Source: an optimization exercise on an open RTL-to-GDS flow (aim: small area, a short achievable clock period and few clock cycles per item). Production flows keep margins and buffers that such runs may drop.
In this exercise RTL edits were held to simulation tests only and were not proved equivalent to the original.
Power and IR drop assume default switching activity.

==> flow/design.v (excerpt) <==
module conv_requant_packer #(
  parameter int DATA_WIDTH = 8,
  parameter int ACC_WIDTH  = 32,
  parameter int BUS_WIDTH  = 128,
  parameter int ADDR_WIDTH = 18
) (
  input  logic                  clk,
  input  logic                  rst,
  input  logic                  start,
  input  logic [ADDR_WIDTH-1:0] cfg_base_addr,
  input  logic [15:0]           cfg_scale,
  input  logic [4:0]            cfg_shift,
  input  logic [1:0]            cfg_act_mode,
  input  logic [DATA_WIDTH-1:0] cfg_clip_max,
  output logic                  busy,
  output logic                  done,
  input  logic                  in_valid,
  output logic                  in_ready,
  input  logic [ACC_WIDTH-1:0]  in_acc,
  input  logic [ACC_WIDTH-1:0]  in_bias,
  input  logic                  in_last,
  output logic                  out_valid,
  input  logic                  out_ready,
  output logic [ADDR_WIDTH-1:0] out_addr,
  output logic [BUS_WIDTH-1:0]  out_data,
  output logic                  out_last,
  output logic [15:0]           sat_count
);
Size: about 2,600 cells after synthesis, ~350 flip-flops, about 290 I/O pins, about 0.027 sq mm of cells after synthesis.
==> flow/config.mk <==
export PLATFORM = sky130hd
export DESIGN_NAME = conv_requant_packer
export DESIGN_NICKNAME = conv_requant_packer
export VERILOG_FILES = /design/flow/design.v
export SDC_FILE = /design/flow/constraint.sdc
export NUM_CORES = 4
export LEC_CHECK = 0
export ABC_AREA = 1
export CAP_MARGIN = 20
export CORE_MARGIN = 2
export CORE_UTILIZATION = 40
export GPL_ROUTABILITY_DRIVEN = 0
export SETUP_SLACK_MARGIN = 3.8
export SLEW_MARGIN = 20
export SYNTH_HIERARCHICAL = 1
export SYNTH_MINIMUM_KEEP_SIZE = 0
==> flow/constraint.sdc <==
create_clock -name core_clock -period 7.5 [get_ports {clk}]
set_input_delay 1.5000 -clock core_clock [delete_from_list [all_inputs] [get_ports {clk}]]
set_output_delay 1.5000 -clock core_clock [all_outputs]
set_load 0.01 [all_outputs]
standard.sh (not shown) runs the stock make flow with config.mk's settings and CLKGATE_MAP_FILE= SYNTH_SCRIPT=/design/flow/synth_recipe.tcl, a recipe that flattens the netlist after the stock synthesis.
==> flow/flow/run.sh <==
#!/bin/bash
set -euo pipefail
export BUFFER_PORTS_ARGS="-buffer_cell sky130_fd_sc_hd__buf_1"
bash standard.sh "BUFFER_PORTS_ARGS=$BUFFER_PORTS_ARGS" finish > flow_make.log 2>&1
Testbench counts at the start, summed over its fixed seeds: cycles 9,487, items 9,247.
Then changed:
--- a/flow/design.v
+++ b/flow/design.v
@@ -1479,47 +1479,31 @@
   assign cp_c[42] = cp_G64;
   assign cp_c[43] = cp_G86;
   assign cp_c[44] = cp_G54;
   assign cp_c[45] = cp_G87;
   assign cp_c[46] = cp_G65;
   assign cp_c[47] = cp_G88;
   assign cp_c[48] = cp_G47;
   assign cp_s = cp_p ^ cp_c[47:0];
   logic [PROD_W-1:0] p;
   logic [PROD_W:0]   p2;
-  logic [24:0]       sh16;
-  logic [16:0]       sh8;
-  logic [12:0]       sh4;
-  logic [10:0]       sh2;
-  logic [39:0]       dd;
-  logic [23:0]       o16;
-  logic [15:0]       o8;
-  logic [11:0]       o4;
-  logic [9:0]        o2;
-  logic [8:0]        o1;
+  logic [PROD_W:0]   win;
+  logic [39:0]       hmask;
   logic              hi_ok;
   logic [9:0]        t10;
   always_comb begin
     p     = cp_s;
     p2    = {p, 1'b0};
-    sh16  = cfg_shift_q[4] ? p2[40:16] : p2[24:0];
-    sh8   = cfg_shift_q[3] ? sh16[24:8] : sh16[16:0];
-    sh4   = cfg_shift_q[2] ? sh8[16:4]  : sh8[12:0];
-    sh2   = cfg_shift_q[1] ? sh4[12:2]  : sh4[10:0];
-    t10   = cfg_shift_q[0] ? sh2[10:1]  : sh2[9:0];
-    dd    = p[PROD_W-1:8] ^ {40{p[PROD_W-1]}};
-    o16   = cfg_shift_q[4] ? dd[39:16] : {8'd0, dd[15] | (|dd[39:16]), dd[14:0]};
-    o8    = cfg_shift_q[3] ? o16[23:8] : {8'd0, o16[7] | (|o16[23:8]), o16[6:0]};
-    o4    = cfg_shift_q[2] ? o8[15:4]  : {8'd0, o8[3] | (|o8[15:4]), o8[2:0]};
-    o2    = cfg_shift_q[1] ? o4[11:2]  : {8'd0, o4[1] | (|o4[11:2]), o4[0]};
-    o1    = cfg_shift_q[0] ? o2[9:1]   : {8'd0, o2[0] | (|o2[9:1])};
-    hi_ok = ~|o1;
+    win   = p2 >> cfg_shift_q;
+    t10   = win[9:0];
+    for (int i = 0; i < 40; i++) hmask[i] = (i >= 32'(cfg_shift_q));
+    hi_ok = ~|((p[PROD_W-1:8] ^ {40{p[PROD_W-1]}}) & hmask);
   end
   logic [10:0]       u;
   logic              sat;
   logic signed [7:0] q_val, act_val;
   logic [7:0]        zbyte;
   always_comb begin
     u   = {s3_t_q[9], s3_t_q} + 11'd1;
     sat = ~s3_hi_q | (u[10] != u[9]) | (u[9] != u[8]);
     if (sat) q_val = s3_neg_q ? 8'sh80 : 8'sh7f;
     else     q_val = u[8:1];
Outcome: The new run ran to the end with no violations; count of clock-buffer cells in the layout rose by 7; wire length went up by 2.5%; via count went up by 5.7%; worst setup slack improves by 0.049 ns; die area increases by 4.2%; design area went up by 3.9%; fmax went up by 1.4%; sequential power hardly moves; power climbs by 6.6%; worst hold slack barely changes; global-route usage goes down by 0.37 points.
Testbench counts after the change, summed over its fixed seeds: cycles 9,487, items 9,247.

## port drivers added, routing unchanged
The results above use ideal ports. As a check the final layouts listed here were re-extracted and re-timed, cells and wires unchanged.
Step 1, drivers: a clkbuf_16 drives clk and a buf_2 each remaining input, both assumed.
Step 2 adds t to the input delays and takes it off the output delays; t is the mean of the earliest and latest rising clock arrival at the registers after step 1. Input paths then give back, and output paths get back, about the clock's delay inside the block.
Three values: ideal, step 1, step 2; two values: the first two.
| run | shift t [ns] | setup slack, ns | worst setup path at the end | pins driven straight from the clock port |
|---|---|---|---|---|
| the first run | 0.627 | 3.828 / 3.828 / 3.498 | input to register | 1 |
| the second run | 0.627 | 3.877 / 3.877 / 3.474 | input to register | 1 |
After both steps every run listed still meets setup and hold. For the second run, which loses most, drivers alone change the setup slack by 0.000 ns; drivers and shift together by -0.403 ns.
